Context: an optimization exercise on an open-source flow, tuned for small area and a short achievable clock period. The choices shown serve that exercise and are no tape-out recipe.
At most, simulation tests tie the RTL to the original design; equivalence was not proved.
The clock port is modelled as an ideal driver; clocking choices that lean on that would not hold on a real chip.
Power is estimated from default activity; no workload was simulated.

## wip/umber
// exec_stage
module exec_stage (
    input  logic               clk,
    input  logic               rst,
    input  logic               valid_i,
    input  exec_pkg::alu_op_t  alu_op_i,
    input  exec_pkg::src_a_t   src_a_i,
    input  exec_pkg::src_b_t   src_b_i,
    input  exec_pkg::fwd_t     fwd_a_i,
    input  exec_pkg::fwd_t     fwd_b_i,
    input  exec_pkg::fwd_t     fwd_st_i,
    input  logic               spc_clr_i,
    input  exec_pkg::word_t    rs_i,
    input  exec_pkg::word_t    rt_i,
    input  exec_pkg::word_t    ext_i,
    input  exec_pkg::word_t    pc_i,
    input  exec_pkg::word_t    fw_alu_i,
    input  exec_pkg::word_t    fw_mem_i,
    output logic               valid_o,
    output exec_pkg::word_t    result_o,
    output exec_pkg::word_t    store_data_o,
    output exec_pkg::word_t    spc_o
);
    logic    op_valid;
    exec_pkg::ctrl_t   op_ctrl;
    exec_pkg::word_t   op_a;
    exec_pkg::word_t   op_p;
    exec_pkg::word_t   op_store;
    logic [3:0]        op_sh_lo;
    logic [3:0]        op_sh_hi;
    logic              op_sh_16;
    operand_select i_operand_select (
        .clk       (clk),
        .rst       (rst),
  ...
Size: roughly 1,300 cells after synthesis, about 210 flip-flops.
export LEC_CHECK = 0
export CAP_MARGIN = 20
export CORE_MARGIN = 2
export CORE_UTILIZATION = 50
export CTS_BUF_LIST = sky130_fd_sc_hd__clkbuf_8
export CTS_CLUSTER_DIAMETER = 60
export CTS_CLUSTER_SIZE = 20
export SETUP_SLACK_MARGIN = 1.9
export SLEW_MARGIN = 20
create_clock -name core_clock -period 4.5 [get_ports {clk}]
standard.sh (not shown) runs the stock make flow with config.mk's settings and CLKGATE_MAP_FILE= SYNTH_SCRIPT=/design/flow/synth_recipe.tcl, a recipe that flattens the netlist after the stock synthesis.
==> flow/flow/run.sh <==
#!/bin/bash
# The standard layout with two changes:
#  - Yosys's ABC step maps for area with the script in flow/area.abc
#    (registers, their names and cell types are untouched)
#  - no full/half adder cell extraction (ADDER_MAP_FILE empty)
#  - the resizer may swap cells of any footprint (MATCH_CELL_FOOTPRINT=0)
#  - every port gets the smallest buffer, sky130_fd_sc_hd__buf_1
# Each tool's output goes to a log file in this folder.
set -euo pipefail
HERE=$(pwd)

# synthesis script: the standard flow's, with the ABC script swapped
sed -e 's#^source \$::env(SCRIPTS_DIR)/synth_preamble.tcl$#&\nset abc_args [lreplace $abc_args 1 1 $::env(MY_ABC_SCRIPT)]#' \
    "$FLOW_HOME/scripts/synth.tcl" > my_synth_body.tcl
grep -q MY_ABC_SCRIPT my_synth_body.tcl
sed -e "s#^source \$::env(SCRIPTS_DIR)/synth.tcl\$#source $HERE/my_synth_body.tcl#" \
    synth_recipe.tcl > my_synth_recipe.tcl
grep -q my_synth_body my_synth_recipe.tcl

sed -e "s#SYNTH_SCRIPT=[^ ]*#SYNTH_SCRIPT=$HERE/my_synth_recipe.tcl MATCH_CELL_FOOTPRINT=0#" standard.sh > my_standard.sh
grep -q my_synth_recipe my_standard.sh

export MY_ABC_SCRIPT="$HERE/flow/map.abc"
export BUFFER_PORTS_ARGS="-buffer_cell sky130_fd_sc_hd__buf_1"
export ADDER_MAP_FILE=""
# clock tree: as ORFS builds it, without dummy load cells
export CTS_ARGS="-sink_clustering_enable -repair_clock_nets -dont_use_dummy_load -sink_clustering_size 20 -sink_clustering_max_diameter 60 -buf_list sky130_fd_sc_hd__clkbuf_8"
bash my_standard.sh > flow.log 2>&1
==> flow/flow/map.abc <==
&get -n
&st
&dch
&nf
&put
topo
stime -c
#### Input delta (wip/garnet over wip/umber)
diff --git a/flow/flow/run.sh b/flow/flow/run.sh
--- a/flow/flow/run.sh
+++ b/flow/flow/run.sh
@@ -22,7 +22,5 @@
 
-export MY_ABC_SCRIPT="$HERE/flow/map.abc"
+export MY_ABC_SCRIPT="$FLOW_HOME/scripts/abc_speed.script"
 export BUFFER_PORTS_ARGS="-buffer_cell sky130_fd_sc_hd__buf_1"
 export ADDER_MAP_FILE=""
-# clock tree: as ORFS builds it, without dummy load cells
-export CTS_ARGS="-sink_clustering_enable -repair_clock_nets -dont_use_dummy_load -sink_clustering_size 20 -sink_clustering_max_diameter 60 -buf_list sky130_fd_sc_hd__clkbuf_8"
 bash my_standard.sh > flow.log 2>&1
removed: flow/flow/map.abc
Findings:
Post-synthesis to final-layout area growth in wip/garnet vs wip/umber: down 6.0 points. Going from wip/umber to wip/garnet, sequential cell area saw little to no change, setup slack after layout increased by 0.12 ns relative to the old numbers, post-synthesis cell type count up 30, post-layout minimum cycle time fell 0.12 ns, all-layer global routing usage picked up an extra 2.0 points. Cell area went up by more than 10% going from wip/umber to wip/garnet. Max number of non-clock buffers across wip/umber and wip/garnet: wip/garnet.
Function was not checked in any run of this note: the RTL went through the layout flow alone.

---

== fjord ==
Another version of the RTL of exec_stage (not shown whole).
Size: about 12000 um2 of cells after synthesis.
## exec_stage
module exec_stage (
    input  logic               clk,
    input  logic               rst,
    input  logic               valid_i,
    input  exec_pkg::alu_op_t  alu_op_i,
    input  exec_pkg::src_a_t   src_a_i,
    input  exec_pkg::src_b_t   src_b_i,
    input  exec_pkg::fwd_t     fwd_a_i,
    input  exec_pkg::fwd_t     fwd_b_i,
    input  exec_pkg::fwd_t     fwd_st_i,
    input  logic               spc_clr_i,
    input  exec_pkg::word_t    rs_i,
    input  exec_pkg::word_t    rt_i,
    input  exec_pkg::word_t    ext_i,
    input  exec_pkg::word_t    pc_i,
    input  exec_pkg::word_t    fw_alu_i,
    input  exec_pkg::word_t    fw_mem_i,
    output logic               valid_o,
    output exec_pkg::word_t    result_o,
    output exec_pkg::word_t    store_data_o,
    output exec_pkg::word_t    spc_o
);
    logic    op_valid;
    exec_pkg::ctrl_t   op_ctrl;
    exec_pkg::word_t   op_p;
    exec_pkg::word_t   op_g;
    exec_pkg::word_t   op_store;
    logic [3:0]        op_sh_lo;
    logic [3:0]        op_sh_hi;
    logic              op_sh_16;
    operand_select i_operand_select (
        .clk       (clk),
        .rst       (rst),
        .valid_i   (valid_i),
        .alu_op_i  (alu_op_i),
        .src_a_i   (src_a_i),
        .src_b_i   (src_b_i),
        .fwd_a_i   (fwd_a_i),
  ...
==> flow/config.mk <==
export PLATFORM = sky130hd
export DESIGN_NAME = exec_stage
export DESIGN_NICKNAME = exec_stage
export VERILOG_FILES = /design/flow/design.v
export SDC_FILE = /design/flow/constraint.sdc
export NUM_CORES = 4
export LEC_CHECK = 0
export CAP_MARGIN = 20
export CORE_MARGIN = 2
export CORE_UTILIZATION = 50
export CTS_BUF_LIST = sky130_fd_sc_hd__clkbuf_8
export CTS_CLUSTER_DIAMETER = 50
export CTS_CLUSTER_SIZE = 16
export SETUP_SLACK_MARGIN = 2.3
export SLEW_MARGIN = 20
==> flow/constraint.sdc <==
create_clock -name core_clock -period 4.5 [get_ports {clk}]
set_input_delay 0.9000 -clock core_clock [delete_from_list [all_inputs] [get_ports {clk}]]
set_output_delay 0.9000 -clock core_clock [all_outputs]
set_load 0.01 [all_outputs]
==> flow/flow/run.sh <==
#!/bin/bash
# The standard layout with two changes:
#  - Yosys's ABC step maps for area with the script in flow/area.abc
#    (registers, their names and cell types are untouched)
#  - no full/half adder cell extraction (ADDER_MAP_FILE empty)
#  - the resizer may swap cells of any footprint (MATCH_CELL_FOOTPRINT=0)
#  - every port gets the smallest buffer, sky130_fd_sc_hd__buf_1
# Each tool's output goes to a log file in this folder.
set -euo pipefail
HERE=$(pwd)

# synthesis script: the standard flow's, with the ABC script swapped
sed -e 's#^source \$::env(SCRIPTS_DIR)/synth_preamble.tcl$#&\nset abc_args [lreplace $abc_args 1 1 $::env(MY_ABC_SCRIPT)]#' \
    "$FLOW_HOME/scripts/synth.tcl" > my_synth_body.tcl
grep -q MY_ABC_SCRIPT my_synth_body.tcl
sed -e "s#^source \$::env(SCRIPTS_DIR)/synth.tcl\$#source $HERE/my_synth_body.tcl#" \
    synth_recipe.tcl > my_synth_recipe.tcl
grep -q my_synth_body my_synth_recipe.tcl

sed -e "s#SYNTH_SCRIPT=[^ ]*#SYNTH_SCRIPT=$HERE/my_synth_recipe.tcl MATCH_CELL_FOOTPRINT=0#" standard.sh > my_standard.sh
grep -q my_synth_recipe my_standard.sh

export MY_ABC_SCRIPT="$HERE/flow/map.abc"
export BUFFER_PORTS_ARGS="-buffer_cell sky130_fd_sc_hd__buf_1"
export ADDER_MAP_FILE=""
# after CTS: the result register's clock arrives later (flow/skew.tcl)
export POST_CTS_TCL="$HERE/flow/skew.tcl"
export SKEW_STAGES=2
export SKEW_CELL=sky130_fd_sc_hd__clkbuf_4
bash my_standard.sh > flow.log 2>&1
==> flow/flow/map.abc <==
&get -n
&st
&dch
&nf
&put
topo
stime -c
Other scripts of this flow, unchanged in this note and not shown: flow/flow/skew.tcl
fjord | status: complete | timing, DRC, antenna: pass
Setup changes, fjord to nickel
# fjord
export LEC_CHECK = 0
export CAP_MARGIN = 20
export CORE_MARGIN = 2
export CORE_UTILIZATION = 50
export CTS_BUF_LIST = sky130_fd_sc_hd__clkbuf_8
export CTS_CLUSTER_DIAMETER = 50
export CTS_CLUSTER_SIZE = 16
export SETUP_SLACK_MARGIN = 2.3
export SLEW_MARGIN = 20
create_clock -name core_clock -period 4.5 [get_ports {clk}]
# nickel
export LEC_CHECK = 0
export CAP_MARGIN = 20
export CORE_MARGIN = 2
export CORE_UTILIZATION = 50
export CTS_BUF_LIST = sky130_fd_sc_hd__clkbuf_8
export CTS_CLUSTER_DIAMETER = 50
export CTS_CLUSTER_SIZE = 16
export SETUP_SLACK_MARGIN = 2.2
export SLEW_MARGIN = 20
create_clock -name core_clock -period 4.5 [get_ports {clk}]
diff --git a/flow/flow/run.sh b/flow/flow/run.sh
--- a/flow/flow/run.sh
+++ b/flow/flow/run.sh
@@ -1,10 +1,17 @@
 #!/bin/bash
-# The standard layout with two changes:
-#  - Yosys's ABC step maps for area with the script in flow/area.abc
-#    (registers, their names and cell types are untouched)
-#  - no full/half adder cell extraction (ADDER_MAP_FILE empty)
+# The standard layout (standard.sh, ORFS) with these changes:
+#  - synthesis: the ABC mapping step runs flow/map.abc (a delay-driven
+#    &nf mapping with area recovery) instead of ORFS's abc_speed script,
+#    and no full/half adder cells are extracted (ADDER_MAP_FILE empty), so
+#    the RTL's prefix adder reaches ABC as gates. Registers, their names
+#    and cell types are as in the standard flow's synthesis.
+#  - every port gets the smallest buffer, sky130_fd_sc_hd__buf_1
 #  - the resizer may swap cells of any footprint (MATCH_CELL_FOOTPRINT=0)
-#  - every port gets the smallest buffer, sky130_fd_sc_hd__buf_1
-# Each tool's output goes to a log file in this folder.
+#  - the clock tree has no dummy load cells (CTS_ARGS)
+#  - after CTS, flow/skew.tcl gives the result register (result_o) a later
+#    clock through extra clock buffers, lending time to the paths from the
+#    operand registers into it, then repairs timing again
+# Each tool's output goes to a log file in this folder (flow.log, and
+# ORFS's per-step logs under orfs/logs).
 set -euo pipefail
 HERE=$(pwd)
@@ -24,4 +31,6 @@
 export BUFFER_PORTS_ARGS="-buffer_cell sky130_fd_sc_hd__buf_1"
 export ADDER_MAP_FILE=""
+# clock tree: as ORFS builds it with config.mk's CTS settings, without dummy load cells
+export CTS_ARGS="-sink_clustering_enable -repair_clock_nets -dont_use_dummy_load -sink_clustering_size 16 -sink_clustering_max_diameter 50 -buf_list sky130_fd_sc_hd__clkbuf_8"
 # after CTS: the result register's clock arrives later (flow/skew.tcl)
 export POST_CTS_TCL="$HERE/flow/skew.tcl"
nickel: full flow OK, the timing, DRC and antenna checks passed. Comparing nickel and fjord, the higher number of global-route vias before repair was measured on nickel. Measured against each other, nickel and fjord differ in power, the lower figure coming from nickel. Final instance count without filler cells: nickel < fjord. Looking at worst hold slack, nickel sits 0.047 ns below fjord. In nickel, the number of buffer and inverter instances along the worst setup path came out 1 above the value in fjord. Relative to fjord, final core area utilization has decreased by 3.5 points in nickel. Comparing nickel with fjord, the met1 usage came out essentially unchanged. [compare] base=fjord new=nickel: area growth from synthesis to layout dropped 6.9 points, stage delay of the slowest cell on the critical path shrank by 0.05 ns, first-pass GRT wire length saw a decrease.
diff inputs: nickel => cedar
# nickel
export LEC_CHECK = 0
export CAP_MARGIN = 20
export CORE_MARGIN = 2
export CORE_UTILIZATION = 50
export CTS_BUF_LIST = sky130_fd_sc_hd__clkbuf_8
export CTS_CLUSTER_DIAMETER = 50
export CTS_CLUSTER_SIZE = 16
export SETUP_SLACK_MARGIN = 2.2
export SLEW_MARGIN = 20
create_clock -name core_clock -period 4.5 [get_ports {clk}]
# cedar
export LEC_CHECK = 0
export CAP_MARGIN = 20
export CORE_MARGIN = 2
export CORE_UTILIZATION = 56
export CTS_BUF_LIST = sky130_fd_sc_hd__clkbuf_8
export CTS_CLUSTER_DIAMETER = 50
export CTS_CLUSTER_SIZE = 16
export SETUP_SLACK_MARGIN = 2.2
export SLEW_MARGIN = 20
create_clock -name core_clock -period 4.5 [get_ports {clk}]
diff --git a/flow/flow/run.sh b/flow/flow/run.sh
--- a/flow/flow/run.sh
+++ b/flow/flow/run.sh
@@ -8,5 +8,4 @@
 #  - every port gets the smallest buffer, sky130_fd_sc_hd__buf_1
 #  - the resizer may swap cells of any footprint (MATCH_CELL_FOOTPRINT=0)
-#  - the clock tree has no dummy load cells (CTS_ARGS)
 #  - after CTS, flow/skew.tcl gives the result register (result_o) a later
 #    clock through extra clock buffers, lending time to the paths from the
@@ -31,6 +30,4 @@
 export BUFFER_PORTS_ARGS="-buffer_cell sky130_fd_sc_hd__buf_1"
 export ADDER_MAP_FILE=""
-# clock tree: as ORFS builds it with config.mk's CTS settings, without dummy load cells
-export CTS_ARGS="-sink_clustering_enable -repair_clock_nets -dont_use_dummy_load -sink_clustering_size 16 -sink_clustering_max_diameter 50 -buf_list sky130_fd_sc_hd__clkbuf_8"
 # after CTS: the result register's clock arrives later (flow/skew.tcl)
 export POST_CTS_TCL="$HERE/flow/skew.tcl"
[summary]
Cmp cedar vs nickel: share of power burned in combinational logic lower in cedar
Worst setup slack is lower on cedar
On wire length of the first global-routing pass, nickel tracks cedar almost exactly.
Internal power contribution, cedar and nickel: lower on nickel
nickel → cedar: placeable core region decreased 10%; hold slack comparable.
Compared nickel against cedar; sequential power within noise.
Post-route fraction of the period consumed by the critical path for cedar is higher than for nickel.
Number of cells in the design after placement: cedar < nickel
Input-level comparison between harbor and cedar:
# cedar
export LEC_CHECK = 0
export CAP_MARGIN = 20
export CORE_MARGIN = 2
export CORE_UTILIZATION = 56
export CTS_BUF_LIST = sky130_fd_sc_hd__clkbuf_8
export CTS_CLUSTER_DIAMETER = 50
export CTS_CLUSTER_SIZE = 16
export SETUP_SLACK_MARGIN = 2.2
export SLEW_MARGIN = 20
create_clock -name core_clock -period 4.5 [get_ports {clk}]
# harbor
export LEC_CHECK = 0
export CAP_MARGIN = 20
export CORE_MARGIN = 2
export CORE_UTILIZATION = 50
export CTS_BUF_LIST = sky130_fd_sc_hd__clkbuf_8
export CTS_CLUSTER_DIAMETER = 50
export CTS_CLUSTER_SIZE = 16
export SETUP_SLACK_MARGIN = 2.2
export SLEW_MARGIN = 20
create_clock -name core_clock -period 4.5 [get_ports {clk}]
diff --git a/flow/flow/run.sh b/flow/flow/run.sh
--- a/flow/flow/run.sh
+++ b/flow/flow/run.sh
@@ -1,16 +1,10 @@
 #!/bin/bash
-# The standard layout (standard.sh, ORFS) with these changes:
-#  - synthesis: the ABC mapping step runs flow/map.abc (a delay-driven
-#    &nf mapping with area recovery) instead of ORFS's abc_speed script,
-#    and no full/half adder cells are extracted (ADDER_MAP_FILE empty), so
-#    the RTL's prefix adder reaches ABC as gates. Registers, their names
-#    and cell types are as in the standard flow's synthesis.
+# The standard layout with two changes:
+#  - Yosys's ABC step maps for area with the script in flow/area.abc
+#    (registers, their names and cell types are untouched)
+#  - no full/half adder cell extraction (ADDER_MAP_FILE empty)
+#  - the resizer may swap cells of any footprint (MATCH_CELL_FOOTPRINT=0)
 #  - every port gets the smallest buffer, sky130_fd_sc_hd__buf_1
-#  - the resizer may swap cells of any footprint (MATCH_CELL_FOOTPRINT=0)
-#  - after CTS, flow/skew.tcl gives the result register (result_o) a later
-#    clock through extra clock buffers, lending time to the paths from the
-#    operand registers into it, then repairs timing again
-# Each tool's output goes to a log file in this folder (flow.log, and
-# ORFS's per-step logs under orfs/logs).
+# Each tool's output goes to a log file in this folder.
 set -euo pipefail
 HERE=$(pwd)
==> run summary <==
- harbor ended up with a lower via count than cedar did.
- Against cedar as the reference, harbor delivers a lower routing usage on met1.
- Diff cedar -> harbor: critical path depth increased by 2 relative to the old numbers, minimum clock period after layout moved down.
- Post-route clock skew delta (harbor -> cedar): insignificant
- Number of global-route vias before repair shrinks by a few percent when moving from cedar to harbor.
- [compare] base=cedar new=harbor: global-route usage over all layers -4.3 points; y dimension of the die +8.4 um; effective utilization at floorplan -5.9 points.
- A end point of the critical path of i_operand_select.p_o[18]$_DFF_P_ is what harbor shows, while i_result_stage.result_o[6]$_DFF_P_ belongs to cedar.
- harbor vs cedar: core box area up in harbor
- The critical path class comes out in2reg in one run and reg2reg in the other, namely in harbor and cedar respectively.
- Sum of net half-perimeters after detailed placement went up slightly going from cedar to harbor.
diff inputs: harbor => sierra
diff --git a/flow/flow/run.sh b/flow/flow/run.sh
--- a/flow/flow/run.sh
+++ b/flow/flow/run.sh
@@ -1,10 +1,16 @@
 #!/bin/bash
-# The standard layout with two changes:
-#  - Yosys's ABC step maps for area with the script in flow/area.abc
-#    (registers, their names and cell types are untouched)
-#  - no full/half adder cell extraction (ADDER_MAP_FILE empty)
+# The standard layout (standard.sh, ORFS) with these changes:
+#  - synthesis: the ABC mapping step runs flow/map.abc (a delay-driven
+#    &nf mapping with area recovery) instead of ORFS's abc_speed script,
+#    and no full/half adder cells are extracted (ADDER_MAP_FILE empty), so
+#    the RTL's prefix adder reaches ABC as gates. Registers, their names
+#    and cell types are as in the standard flow's synthesis.
+#  - every port gets the smallest buffer, sky130_fd_sc_hd__buf_1
 #  - the resizer may swap cells of any footprint (MATCH_CELL_FOOTPRINT=0)
-#  - every port gets the smallest buffer, sky130_fd_sc_hd__buf_1
-# Each tool's output goes to a log file in this folder.
+#  - after CTS, flow/skew.tcl gives the result register (result_o) a later
+#    clock through extra clock buffers, lending time to the paths from the
+#    operand registers into it, then repairs timing again
+# Each tool's output goes to a log file in this folder (flow.log, and
+# ORFS's per-step logs under orfs/logs).
 set -euo pipefail
 HERE=$(pwd)
==> flow/flow/map.abc <==
&get -n
&st
&dch
&nf
&st
&dch
&nf
&put
topo
stime -c
Results
Of the two candidates, harbor has the better post-route worst setup slack and sierra the worse one. Sort harbor and sierra by worst relative slew slack, descending, and sierra comes first. sierra reached the end of the flow, and the finished layout is clean on the timing, DRC and antenna checks. sierra vs. harbor: standard cell area after detailed placement went down by 1.0%. Looking at harbor and sierra, the post-layout total power is a wash. sierra: synthesized area is 180 um2 lower than what harbor reported. Re number of global-route vias before repair: harbor and sierra aren't equal, and the higher value belongs to sierra. Combinational power share: harbor and sierra compared, higher one is sierra. Delta (sierra minus harbor): global routing usage summed across all routing layers rose by 1.5 points; via count rose by 341.

separate check: timing with driven ports:
The flow's constraints put no driver on any port. The routed layouts listed below were extracted and timed again, unchanged, in two steps. Step 1 assumes that a clkbuf_16 drives the clock port and a buf_2 every other input. Step 2, shift: input delay + t, output delay - t, t = (earliest + latest rising clock arrival at the registers) / 2. This alone moves slack from input paths to output paths. Slacks: no drivers / after step 1 / after step 2; pairs: no drivers / after step 1.
run	t, ns	setup slack, ns	clock arrival spread, ns	worst slew at a driven data input, ns
wip/umber	0.582	1.761 / 1.761 / 1.382	0.072 / 0.071	0.10
wip/garnet	0.619	1.883 / 1.883 / 1.301	0.043 / 0.044	0.09
fjord	0.751	2.256 / 2.256 / 1.519	0.294 / 0.294	0.10
nickel	0.720	2.172 / 2.170 / 1.450	0.325 / 0.324	0.08
cedar	0.749	2.155 / 2.155 / 1.440	0.293 / 0.294	0.08
harbor	0.740	2.196 / 2.212 / 1.472	0.295 / 0.294	0.08
sierra	0.742	2.170 / 2.164 / 1.422	0.282 / 0.282	0.09
In nickel the clock reaches the registers at very different times; t lies between them, and the last value is a rough guide only. The setup slack of sierra, which loses most, moves by -0.006 ns with the drivers and by -0.748 ns with both steps.
